This design comes from an exercise in tuning for small area, a short achievable clock period and few clock cycles on the open sky130 flow, not from production work.
RTL that was checked went through simulation tests only; none was proved equivalent to the original.

==> run a <==
==> flow/design.v <==
`timescale 1ns / 1ps
`default_nettype none
package hdc_pkg;
   localparam int WINDOW_DEPTH = 16;
   localparam int IDX_W        = $clog2(WINDOW_DEPTH);
   localparam int COUNT_W      = $clog2(WINDOW_DEPTH + 1);
   localparam int REG_W  = 5;
   localparam int KIND_W = 3;
   localparam int OIDX_W = 4;
   localparam logic [KIND_W-1:0] KIND_RAW  = 3'd0;
   localparam logic [KIND_W-1:0] KIND_WAR  = 3'd1;
   localparam logic [KIND_W-1:0] KIND_WAW  = 3'd2;
   localparam logic [KIND_W-1:0] KIND_NONE = 3'd3;
   localparam logic [KIND_W-1:0] KIND_FULL = 3'd4;
   localparam int HIT_RAW = 0;
   localparam int HIT_WAR = 1;
   localparam int HIT_WAW = 2;
endpackage
`default_nettype wire
`timescale 1ns / 1ps
`default_nettype none
module hdc_cell (
   input  wire logic                      clock,
   input  wire logic                      wr_en,
   input  wire logic                      live,
   input  wire logic [hdc_pkg::REG_W-1:0] c_dst,
   input  wire logic                      c_dok,
   input  wire logic [hdc_pkg::REG_W-1:0] c_sa,
   input  wire logic                      c_aok,
   input  wire logic [hdc_pkg::REG_W-1:0] c_sb,
   input  wire logic                      c_bok,
   output logic [hdc_pkg::REG_W-1:0]      dst,
   output logic [2:0]                     hit
);
   logic [hdc_pkg::REG_W-1:0] e_dst, e_sa, e_sb;
   logic                      e_dok, e_aok, e_bok;
   always_ff @(posedge clock) begin
      if (wr_en) begin
         e_dst <= c_dst;
         e_dok <= c_dok;
         e_sa  <= c_sa;
         e_aok <= c_aok;
         e_sb  <= c_sb;
         e_bok <= c_bok;
      end
   end
   assign hit[hdc_pkg::HIT_RAW] = live && e_dok &&
                                  ((c_aok && e_dst == c_sa) || (c_bok && e_dst == c_sb));
   assign hit[hdc_pkg::HIT_WAR] = live && c_dok &&
                                  ((e_aok && e_sa == c_dst) || (e_bok && e_sb == c_dst));
   assign hit[hdc_pkg::HIT_WAW] = live && e_dok && c_dok && e_dst == c_dst;
   assign dst = e_dst;
endmodule
`default_nettype wire
`timescale 1ns / 1ps
`default_nettype none
module instruction_hazard_detector_top (
   input  wire logic                       clock,
   input  wire logic                       reset,
   input  wire logic                       req_valid,
   output logic                            req_stall,
   input  wire logic                       req_start_program,
   input  wire logic [hdc_pkg::REG_W-1:0]  req_dest_reg,
   input  wire logic                       req_dest_present,
   input  wire logic [hdc_pkg::REG_W-1:0]  req_src_a_reg,
   input  wire logic                       req_src_a_present,
   input  wire logic [hdc_pkg::REG_W-1:0]  req_src_b_reg,
   input  wire logic                       req_src_b_present,
   output logic                            rsp_valid,
   input  wire logic                       rsp_stall,
   output logic [hdc_pkg::KIND_W-1:0]      rsp_dep_kind,
   output logic [hdc_pkg::OIDX_W-1:0]      rsp_earlier_index,
   output logic [hdc_pkg::OIDX_W-1:0]      rsp_later_index,
   output logic [hdc_pkg::REG_W-1:0]       rsp_shared_reg,
   output logic                            rsp_last_result
);
   localparam int D  = hdc_pkg::WINDOW_DEPTH;
   localparam int N  = 3 * D;
   localparam int RW = hdc_pkg::KIND_W + 2 * hdc_pkg::OIDX_W + hdc_pkg::REG_W + 1;
   logic [hdc_pkg::COUNT_W-1:0] count_ff, count_in;
   logic                        qv_ff, qv_in;
   logic [N-1:0]                qhits_ff, qhits_in;
   logic                        qfull_ff, qfull_in;
   logic [hdc_pkg::REG_W-1:0]   qdst_ff, qdst_in;
   logic [hdc_pkg::IDX_W-1:0]   qlater_ff, qlater_in;
   logic [N-1:0]                pend_ff, pend_in;
   logic [D-1:0]                pany_ff, pany_in;      
   logic [D-1:0]                sel_ff, sel_in;        
   logic                        fullk_ff, fullk_in;    
   logic [hdc_pkg::REG_W-1:0]   cdst_ff, cdst_in;
   logic [hdc_pkg::IDX_W-1:0]   later_ff, later_in;
   logic                        busy_ff, busy_in;      
   logic                        single_ff, single_in;  
   logic                        ov_ff, ov_in;
   logic [hdc_pkg::REG_W-1:0]   dst0_ff, dst0_in, dst1_ff, dst1_in;
   logic                        hv_ff, hv_in;
   logic [RW-1:0]               head_ff, head_in, item;
   logic [hdc_pkg::COUNT_W-1:0] eff_count;
   logic [hdc_pkg::IDX_W-1:0]   pos;
   logic                        full, accept, hfree, move, qmove;
   logic                        hits_one, pend_two;
   logic [N-1:0]                hits, clr;
   logic [D-1:0]                qany, pany_mv, one_left, sel2;
   logic                        sel_done;
   logic [hdc_pkg::REG_W*D-1:0] dsts;
   logic [2:0]                  kind_sel;
   logic [hdc_pkg::IDX_W-1:0]   sel_idx;
   logic [hdc_pkg::REG_W-1:0]   sel_dst;
   logic [hdc_pkg::KIND_W-1:0]  it_kind;
   logic [hdc_pkg::OIDX_W-1:0]  it_early, it_late;
   logic [hdc_pkg::REG_W-1:0]   it_sh;
   logic                        it_last;
   function automatic logic [D-1:0] lowest(input logic [D-1:0] v);
      logic [D-1:0] r;
      for (int i = 0; i < D; i++) begin
         r[i] = v[i] && !(|(v & D'((1 << i) - 1)));
      end
      lowest = r;
   endfunction
   assign hfree     = !hv_ff || !rsp_stall;
   assign move      = busy_ff && hfree;
   assign qmove     = qv_ff && (!busy_ff || (single_ff && move));
   assign req_stall = qv_ff && !qmove;
   assign accept    = req_valid && !req_stall;
   assign eff_count = req_start_program ? '0 : count_ff;
   assign full      = eff_count == hdc_pkg::COUNT_W'(D);
   assign pos       = eff_count[hdc_pkg::IDX_W-1:0];
   logic [D-1:0] wr_en;
   always_comb begin
      for (int i = 0; i < D; i++) begin
         if (i == 0) begin
            wr_en[i] = req_start_program ? accept : (count_ff == '0);
         end else begin
            wr_en[i] = !req_start_program && count_ff == hdc_pkg::COUNT_W'(i);
         end
      end
   end
   for (genvar i = 0; i < D; i++) begin : g_cell
      hdc_cell u_cell (
         .clock (clock),
         .wr_en (wr_en[i]),
         .live  (hdc_pkg::COUNT_W'(i) < eff_count),
         .c_dst (req_dest_reg),
         .c_dok (req_dest_present),
         .c_sa  (req_src_a_reg),
         .c_aok (req_src_a_present),
         .c_sb  (req_src_b_reg),
         .c_bok (req_src_b_present),
         .dst   (dsts[hdc_pkg::REG_W*i +: hdc_pkg::REG_W]),
         .hit   (hits[3*i +: 3])
      );
   end
   always_comb begin
      logic [D-1:0] ha, hm, pa, pm, pt;
      for (int i = 0; i < D; i++) begin
         logic h0, h1, h2, p0, p1, p2;
         {h2, h1, h0} = qhits_ff[3*i +: 3];
         {p2, p1, p0} = pend_ff[3*i +: 3];
         ha[i] = h0 | h1 | h2;
         hm[i] = (h0 & h1) | (h0 & h2) | (h1 & h2);
         pa[i] = pany_ff[i];
         pm[i] = (p0 & p1) | (p0 & p2) | (p1 & p2);
         pt[i] = p0 & p1 & p2;
      end
      for (int l = 1; l <= 4; l++) begin
         for (int j = 0; j < (D >> l); j++) begin
            hm[j] = hm[2*j] | hm[2*j+1] | (ha[2*j] & ha[2*j+1]);
            ha[j] = ha[2*j] | ha[2*j+1];
            pt[j] = pt[2*j] | pt[2*j+1] | (pm[2*j] & pa[2*j+1]) | (pa[2*j] & pm[2*j+1]);
            pm[j] = pm[2*j] | pm[2*j+1] | (pa[2*j] & pa[2*j+1]);
            pa[j] = pa[2*j] | pa[2*j+1];
         end
      end
      hits_one = !hm[0];
      pend_two = !pt[0];
   end
   always_comb begin
      clr      = '0;
      kind_sel = '0;
      sel_idx  = '0;
      sel_dst  = '0;
      for (int i = 0; i < D; i++) begin
         logic [2:0] pk;
         pk[0] = pend_ff[3*i];
         pk[1] = pend_ff[3*i+1] && !pend_ff[3*i];
         pk[2] = !pend_ff[3*i+1] && !pend_ff[3*i];
         clr[3*i +: 3] = sel_ff[i] ? pk : 3'b000;
         kind_sel = kind_sel | clr[3*i +: 3];
         sel_idx  = sel_idx | (sel_ff[i] ? hdc_pkg::IDX_W'(i) : '0);
         if (i == 0) begin
            sel_dst = sel_dst | (sel_ff[i] ? (ov_ff ? dst0_ff : dsts[0 +: hdc_pkg::REG_W]) : '0);
         end else if (i == 1) begin
            sel_dst = sel_dst | (sel_ff[i] ? (ov_ff ? dst1_ff : dsts[hdc_pkg::REG_W +: hdc_pkg::REG_W]) : '0);
         end else begin
            sel_dst = sel_dst | (sel_ff[i] ? dsts[hdc_pkg::REG_W*i +: hdc_pkg::REG_W] : '0);
         end
         one_left[i] = (pend_ff[3*i] && (pend_ff[3*i+1] || pend_ff[3*i+2])) ||
                       (pend_ff[3*i+1] && pend_ff[3*i+2]);
         qany[i] = |qhits_ff[3*i +: 3];
      end
      pany_mv  = pany_ff & ~(sel_ff & ~one_left);
      sel_done = |(sel_ff & ~one_left);
      sel2     = lowest(pany_ff & ~sel_ff);
   end
   always_comb begin
      if (busy_ff && !(|pany_ff)) begin
         it_kind  = fullk_ff ? hdc_pkg::KIND_FULL : hdc_pkg::KIND_NONE;
         it_early = '0;
         it_late  = fullk_ff ? '0 : later_ff;
         it_sh    = '0;
         it_last  = 1'b1;
      end else begin
         it_early = sel_idx;
         it_late  = later_ff;
         it_last  = single_ff;
         if (kind_sel[hdc_pkg::HIT_RAW]) begin
            it_kind = hdc_pkg::KIND_RAW;
            it_sh   = sel_dst;
         end else if (kind_sel[hdc_pkg::HIT_WAR]) begin
            it_kind = hdc_pkg::KIND_WAR;
            it_sh   = cdst_ff;
         end else begin
            it_kind = hdc_pkg::KIND_WAW;
            it_sh   = cdst_ff;
         end
      end
      item = {it_kind, it_early, it_late, it_sh, it_last};
   end
   always_comb begin
      count_in  = count_ff;
      qv_in     = qv_ff && !qmove;
      qhits_in  = qhits_ff;
      qfull_in  = qfull_ff;
      qdst_in   = qdst_ff;
      qlater_in = qlater_ff;
      pend_in   = pend_ff;
      pany_in   = pany_ff;
      sel_in    = sel_ff;
      ov_in     = ov_ff && !qmove;
      dst0_in   = dst0_ff;
      dst1_in   = dst1_ff;
      fullk_in  = fullk_ff;
      cdst_in   = cdst_ff;
      later_in  = later_ff;
      busy_in   = busy_ff;
      single_in = single_ff;
      if (move) begin
         pend_in   = pend_ff & ~clr;
         pany_in   = pany_mv;
         sel_in    = sel_done ? sel2 : sel_ff;
         busy_in   = !single_ff;
         single_in = pend_two;
      end
      if (qmove) begin
         pend_in   = qhits_ff;
         pany_in   = qany;
         sel_in    = lowest(qany);
         busy_in   = 1'b1;
         single_in = hits_one;
         fullk_in  = qfull_ff;
         cdst_in   = qdst_ff;
         later_in  = qlater_ff;
      end
      if (!req_stall) begin
         qv_in     = req_valid;
         qhits_in  = full ? '0 : hits;
         qfull_in  = full;
         qdst_in   = req_dest_reg;
         qlater_in = pos;
      end
      if (accept) begin
         count_in  = full ? eff_count : eff_count + hdc_pkg::COUNT_W'(1);
         if (!full && pos == '0) begin
            ov_in   = 1'b1;
            dst0_in = dsts[0 +: hdc_pkg::REG_W];
            dst1_in = dsts[hdc_pkg::REG_W +: hdc_pkg::REG_W];
         end
      end
      hv_in   = hfree ? move : hv_ff;
      head_in = hfree ? item : head_ff;
   end
   always_ff @(posedge clock) begin
      if (reset) begin
         count_ff  <= '0;
         qv_ff     <= 1'b0;
         pend_ff   <= '0;
         pany_ff   <= '0;
         busy_ff   <= 1'b0;
         single_ff <= 1'b1;
         hv_ff     <= 1'b0;
      end else begin
         count_ff  <= count_in;
         qv_ff     <= qv_in;
         pend_ff   <= pend_in;
         pany_ff   <= pany_in;
         busy_ff   <= busy_in;
         single_ff <= single_in;
         hv_ff     <= hv_in;
      end
      qhits_ff  <= qhits_in;
      qfull_ff  <= qfull_in;
      qdst_ff   <= qdst_in;
      qlater_ff <= qlater_in;
      sel_ff    <= sel_in;
      fullk_ff  <= fullk_in;
      cdst_ff   <= cdst_in;
      later_ff  <= later_in;
      ov_ff     <= ov_in;
      dst0_ff   <= dst0_in;
      dst1_ff   <= dst1_in;
      head_ff   <= head_in;
   end
   assign rsp_valid = hv_ff;
   assign {rsp_dep_kind, rsp_earlier_index, rsp_later_index, rsp_shared_reg, rsp_last_result} = head_ff;
endmodule
`default_nettype wire
==> flow/run.sh <==
#!/bin/bash
# synth_recipe.tcl (not shown) runs the flow's synth.tcl, then flattens the netlist and writes it again
# the make line also repeats each setting of config.mk as NAME=value (left out here)
make -C /OpenROAD-flow-scripts/flow DESIGN_CONFIG=/design/flow/config.mk WORK_HOME=/design/flow/orfs CLKGATE_MAP_FILE= SYNTH_SCRIPT=/design/flow/synth_recipe.tcl finish
==> flow/config.mk <==
export PLATFORM = sky130hd
export DESIGN_NAME = instruction_hazard_detector_top
export DESIGN_NICKNAME = instruction_hazard_detector_top
export VERILOG_FILES = /design/flow/design.v
export SDC_FILE = /design/flow/constraint.sdc
export NUM_CORES = 4
export LEC_CHECK = 0
export ABC_CLOCK_PERIOD_IN_PS = 2000
export CAP_MARGIN = 20
export CORE_MARGIN = 2
export CORE_UTILIZATION = 50
export CTS_CLUSTER_DIAMETER = 100
export CTS_CLUSTER_SIZE = 30
export SETUP_SLACK_MARGIN = 2.5
export SLEW_MARGIN = 20
export TNS_END_PERCENT = 0
==> flow/constraint.sdc <==
create_clock -name core_clock -period 4.5 [get_ports {clock}]
set_input_delay 0.9000 -clock core_clock [delete_from_list [all_inputs] [get_ports {clock}]]
set_output_delay 0.9000 -clock core_clock [all_outputs]
set_load 0.01 [all_outputs]
==> inputs of run b, as changes to run a <==
--- a/flow/design.v
+++ b/flow/design.v
@@ -85,23 +85,24 @@
    logic [hdc_pkg::IDX_W-1:0]   qlater_ff, qlater_in;
    logic [N-1:0]                pend_ff, pend_in;
    logic [D-1:0]                pany_ff, pany_in;      
-   logic [D-1:0]                sel_ff, sel_in;        
    logic                        fullk_ff, fullk_in;    
    logic [hdc_pkg::REG_W-1:0]   cdst_ff, cdst_in;
    logic [hdc_pkg::IDX_W-1:0]   later_ff, later_in;
    logic                        busy_ff, busy_in;      
    logic                        single_ff, single_in;  
+   logic                        stall_ff, stall_in;
    logic                        ov_ff, ov_in;
-   logic [hdc_pkg::REG_W-1:0]   dst0_ff, dst0_in, dst1_ff, dst1_in;
-   logic                        hv_ff, hv_in;
-   logic [RW-1:0]               head_ff, head_in, item;
+   logic [hdc_pkg::REG_W-1:0]   dst0_ff, dst0_in;
+   logic                        nv_ff, nv_in;
+   logic [RW-1:0]               nitem_ff, nitem_in;
+   logic                        hv_ff, hv_in, tv_ff, tv_in;
+   logic [RW-1:0]               head_ff, head_in, tail_ff, tail_in, item;
    logic [hdc_pkg::COUNT_W-1:0] eff_count;
    logic [hdc_pkg::IDX_W-1:0]   pos;
-   logic                        full, accept, hfree, move, qmove;
+   logic                        full, accept, load, pop, fmove, move, qmove;
    logic                        hits_one, pend_two;
    logic [N-1:0]                hits, clr;
-   logic [D-1:0]                qany, pany_mv, one_left, sel2;
-   logic                        sel_done;
+   logic [D-1:0]                sel;
    logic [hdc_pkg::REG_W*D-1:0] dsts;
    logic [2:0]                  kind_sel;
    logic [hdc_pkg::IDX_W-1:0]   sel_idx;
@@ -110,35 +111,20 @@
    logic [hdc_pkg::OIDX_W-1:0]  it_early, it_late;
    logic [hdc_pkg::REG_W-1:0]   it_sh;
    logic                        it_last;
-   function automatic logic [D-1:0] lowest(input logic [D-1:0] v);
-      logic [D-1:0] r;
-      for (int i = 0; i < D; i++) begin
-         r[i] = v[i] && !(|(v & D'((1 << i) - 1)));
-      end
-      lowest = r;
-   endfunction
-   assign hfree     = !hv_ff || !rsp_stall;
-   assign move      = busy_ff && hfree;
+   assign req_stall = stall_ff;
+   assign accept    = req_valid && !stall_ff;
+   assign pop       = hv_ff && !rsp_stall;
+   assign fmove     = nv_ff && (!tv_ff || pop);
+   assign move      = busy_ff && (!nv_ff || fmove);
    assign qmove     = qv_ff && (!busy_ff || (single_ff && move));
-   assign req_stall = qv_ff && !qmove;
-   assign accept    = req_valid && !req_stall;
    assign eff_count = req_start_program ? '0 : count_ff;
    assign full      = eff_count == hdc_pkg::COUNT_W'(D);
    assign pos       = eff_count[hdc_pkg::IDX_W-1:0];
-   logic [D-1:0] wr_en;
-   always_comb begin
-      for (int i = 0; i < D; i++) begin
-         if (i == 0) begin
-            wr_en[i] = req_start_program ? accept : (count_ff == '0);
-         end else begin
-            wr_en[i] = !req_start_program && count_ff == hdc_pkg::COUNT_W'(i);
-         end
-      end
-   end
+   assign load      = accept && !full;
    for (genvar i = 0; i < D; i++) begin : g_cell
       hdc_cell u_cell (
          .clock (clock),
-         .wr_en (wr_en[i]),
+         .wr_en (load && pos == hdc_pkg::IDX_W'(i)),
          .live  (hdc_pkg::COUNT_W'(i) < eff_count),
          .c_dst (req_dest_reg),
          .c_dok (req_dest_present),
@@ -151,19 +137,14 @@
       );
    end
    always_comb begin
-      logic [D-1:0] ha, hm, pa, pm, pt;
-      for (int i = 0; i < D; i++) begin
-         logic h0, h1, h2, p0, p1, p2;
-         {h2, h1, h0} = qhits_ff[3*i +: 3];
-         {p2, p1, p0} = pend_ff[3*i +: 3];
-         ha[i] = h0 | h1 | h2;
-         hm[i] = (h0 & h1) | (h0 & h2) | (h1 & h2);
-         pa[i] = pany_ff[i];
-         pm[i] = (p0 & p1) | (p0 & p2) | (p1 & p2);
-         pt[i] = p0 & p1 & p2;
-      end
-      for (int l = 1; l <= 4; l++) begin
-         for (int j = 0; j < (D >> l); j++) begin
+      logic [63:0] ha, hm, pa, pm, pt;
+      ha = 64'(qhits_ff);
+      hm = '0;
+      pa = 64'(pend_ff);
+      pm = '0;
+      pt = '0;
+      for (int l = 1; l <= 6; l++) begin
+         for (int j = 0; j < (64 >> l); j++) begin
             hm[j] = hm[2*j] | hm[2*j+1] | (ha[2*j] & ha[2*j+1]);
             ha[j] = ha[2*j] | ha[2*j+1];
             pt[j] = pt[2*j] | pt[2*j+1] | (pm[2*j] & pa[2*j+1]) | (pa[2*j] & pm[2*j+1]);
@@ -181,35 +162,22 @@
       sel_dst  = '0;
       for (int i = 0; i < D; i++) begin
          logic [2:0] pk;
+         sel[i] = pany_ff[i] && !(|(pany_ff & D'((1 << i) - 1)));
          pk[0] = pend_ff[3*i];
          pk[1] = pend_ff[3*i+1] && !pend_ff[3*i];
          pk[2] = !pend_ff[3*i+1] && !pend_ff[3*i];
-         clr[3*i +: 3] = sel_ff[i] ? pk : 3'b000;
+         clr[3*i +: 3] = sel[i] ? pk : 3'b000;
          kind_sel = kind_sel | clr[3*i +: 3];
-         sel_idx  = sel_idx | (sel_ff[i] ? hdc_pkg::IDX_W'(i) : '0);
+         sel_idx  = sel_idx | (sel[i] ? hdc_pkg::IDX_W'(i) : '0);
          if (i == 0) begin
-            sel_dst = sel_dst | (sel_ff[i] ? (ov_ff ? dst0_ff : dsts[0 +: hdc_pkg::REG_W]) : '0);
-         end else if (i == 1) begin
-            sel_dst = sel_dst | (sel_ff[i] ? (ov_ff ? dst1_ff : dsts[hdc_pkg::REG_W +: hdc_pkg::REG_W]) : '0);
+            sel_dst = sel_dst | (sel[i] ? (ov_ff ? dst0_ff : dsts[0 +: hdc_pkg::REG_W]) : '0);
          end else begin
-            sel_dst = sel_dst | (sel_ff[i] ? dsts[hdc_pkg::REG_W*i +: hdc_pkg::REG_W] : '0);
+            sel_dst = sel_dst | (sel[i] ? dsts[hdc_pkg::REG_W*i +: hdc_pkg::REG_W] : '0);
          end
-         one_left[i] = (pend_ff[3*i] && (pend_ff[3*i+1] || pend_ff[3*i+2])) ||
-                       (pend_ff[3*i+1] && pend_ff[3*i+2]);
-         qany[i] = |qhits_ff[3*i +: 3];
-      end
-      pany_mv  = pany_ff & ~(sel_ff & ~one_left);
-      sel_done = |(sel_ff & ~one_left);
-      sel2     = lowest(pany_ff & ~sel_ff);
+      end
    end
    always_comb begin
-      if (busy_ff && !(|pany_ff)) begin
-         it_kind  = fullk_ff ? hdc_pkg::KIND_FULL : hdc_pkg::KIND_NONE;
-         it_early = '0;
-         it_late  = fullk_ff ? '0 : later_ff;
-         it_sh    = '0;
-         it_last  = 1'b1;
-      end else begin
+      if (|pany_ff) begin
          it_early = sel_idx;
          it_late  = later_ff;
          it_last  = single_ff;
@@ -223,6 +191,12 @@
             it_kind = hdc_pkg::KIND_WAW;
             it_sh   = cdst_ff;
          end
+      end else begin
+         it_kind  = fullk_ff ? hdc_pkg::KIND_FULL : hdc_pkg::KIND_NONE;
+         it_early = '0;
+         it_late  = fullk_ff ? '0 : later_ff;
+         it_sh    = '0;
+         it_last  = 1'b1;
       end
       item = {it_kind, it_early, it_late, it_sh, it_last};
    end
@@ -234,11 +208,8 @@
       qdst_in   = qdst_ff;
       qlater_in = qlater_ff;
       pend_in   = pend_ff;
-      pany_in   = pany_ff;
-      sel_in    = sel_ff;
       ov_in     = ov_ff && !qmove;
       dst0_in   = dst0_ff;
-      dst1_in   = dst1_ff;
       fullk_in  = fullk_ff;
       cdst_in   = cdst_ff;
       later_in  = later_ff;
@@ -246,38 +217,47 @@
       single_in = single_ff;
       if (move) begin
          pend_in   = pend_ff & ~clr;
-         pany_in   = pany_mv;
-         sel_in    = sel_done ? sel2 : sel_ff;
          busy_in   = !single_ff;
          single_in = pend_two;
       end
       if (qmove) begin
          pend_in   = qhits_ff;
-         pany_in   = qany;
-         sel_in    = lowest(qany);
          busy_in   = 1'b1;
          single_in = hits_one;
          fullk_in  = qfull_ff;
          cdst_in   = qdst_ff;
          later_in  = qlater_ff;
       end
-      if (!req_stall) begin
-         qv_in     = req_valid;
+      for (int i = 0; i < D; i++) begin
+         pany_in[i] = |pend_in[3*i +: 3];
+      end
+      if (accept) begin
+         qv_in     = 1'b1;
          qhits_in  = full ? '0 : hits;
          qfull_in  = full;
          qdst_in   = req_dest_reg;
          qlater_in = pos;
-      end
-      if (accept) begin
          count_in  = full ? eff_count : eff_count + hdc_pkg::COUNT_W'(1);
          if (!full && pos == '0) begin
             ov_in   = 1'b1;
             dst0_in = dsts[0 +: hdc_pkg::REG_W];
-            dst1_in = dsts[hdc_pkg::REG_W +: hdc_pkg::REG_W];
          end
       end
-      hv_in   = hfree ? move : hv_ff;
-      head_in = hfree ? item : head_ff;
+      nv_in    = move || (nv_ff && !fmove);
+      nitem_in = move ? item : nitem_ff;
+      head_in = head_ff;
+      hv_in   = hv_ff;
+      tail_in = tail_ff;
+      tv_in   = tv_ff && !pop;
+      if (!hv_ff || pop) begin
+         hv_in   = tv_ff || fmove;
+         head_in = tv_ff ? tail_ff : nitem_ff;
+      end
+      if (fmove && (tv_ff || (hv_ff && !pop))) begin
+         tv_in   = 1'b1;
+         tail_in = nitem_ff;
+      end
+      stall_in = qv_in && busy_in && (!single_in || (nv_in && tv_in));
    end
    always_ff @(posedge clock) begin
       if (reset) begin
@@ -287,7 +267,10 @@
          pany_ff   <= '0;
          busy_ff   <= 1'b0;
          single_ff <= 1'b1;
+         stall_ff  <= 1'b0;
+         nv_ff     <= 1'b0;
          hv_ff     <= 1'b0;
+         tv_ff     <= 1'b0;
       end else begin
          count_ff  <= count_in;
          qv_ff     <= qv_in;
@@ -295,20 +278,23 @@
          pany_ff   <= pany_in;
          busy_ff   <= busy_in;
          single_ff <= single_in;
+         stall_ff  <= stall_in;
+         nv_ff     <= nv_in;
          hv_ff     <= hv_in;
+         tv_ff     <= tv_in;
       end
       qhits_ff  <= qhits_in;
       qfull_ff  <= qfull_in;
       qdst_ff   <= qdst_in;
       qlater_ff <= qlater_in;
-      sel_ff    <= sel_in;
       fullk_ff  <= fullk_in;
       cdst_ff   <= cdst_in;
       later_ff  <= later_in;
       ov_ff     <= ov_in;
       dst0_ff   <= dst0_in;
-      dst1_ff   <= dst1_in;
+      nitem_ff  <= nitem_in;
       head_ff   <= head_in;
+      tail_ff   <= tail_in;
    end
    assign rsp_valid = hv_ff;
    assign {rsp_dep_kind, rsp_earlier_index, rsp_later_index, rsp_shared_reg, rsp_last_result} = head_ff;
Settings changed: CORE_UTILIZATION 50 to 40, CTS_CLUSTER_DIAMETER 100 to not set, CTS_CLUSTER_SIZE 30 to not set.
==> summary of the runs <==
Of run a and run b, run b has the higher cell count (gap 6.5%, measured against run b).
In run b the die area is higher than in run a, by 29%.
In run b the critical path depth is higher than in run a, by 1.
Against run a, the worst setup slack of run b is worse by 250 ps.
Between run b and run a, the lower non-clock buffer count is in run b (gap 50).
==> figures <==
item                                            run a       run b
Result of the run            timing/DRC/antenna clean  timing/DRC/antenna clean
Clock buffers                                      30          65
Number of global-route vias before repair      16,117      16,318
Reg area                                   0.0135 mm2  0.0140 mm2
Pre-CTS worst setup slack                      661 ps      487 ps
Placed standard-cell area                  0.0242 mm2  0.0250 mm2
Die outline area                           0.0476 mm2  0.0612 mm2
Tap cell count                                    600         773
Core region area                           0.0453 mm2  0.0588 mm2
Clock network share of area                     2.38%       6.11%
Maximum clock frequency                       423 MHz     383 MHz
Critical path arrival                         2690 ps     3080 ps
Testbench counts of run a, summed over its fixed seeds: cycles 6,815.
The RTL of run b was laid out without a check of its function.

## static timing again, ports no longer ideal
In the flow no input, the clock included, has a driving cell. The finished layouts below were timed again as built, in two steps.
Step 1 (the two cells are an assumption about what drives the block):
set clk [get_ports {clock}]
set_driving_cell -lib_cell sky130_fd_sc_hd__clkbuf_16 $clk
set_driving_cell -lib_cell sky130_fd_sc_hd__buf_2 [delete_from_list [all_inputs] $clk]
Step 2 also shifts input and output timing later by t, the mid clock arrival at the registers, as if the neighbouring blocks saw the same clock.
a / b / c = ideal ports / drivers / drivers and shift; a / b = the first two.
run	t, ns	setup slack, ns	worst setup path at the end	worst data-port slew with drivers (ns)	pins driven straight from the clock port
run a	0.620	2.136 / 2.109 / 1.630	input to register	0.05	1
run b	0.659	1.888 / 1.888 / 1.354	input to register	0.08	1
After both steps setup and hold are still met in every run listed. For run b, which loses most, drivers alone change the setup slack by 0.000 ns; drivers and shift together by -0.534 ns.
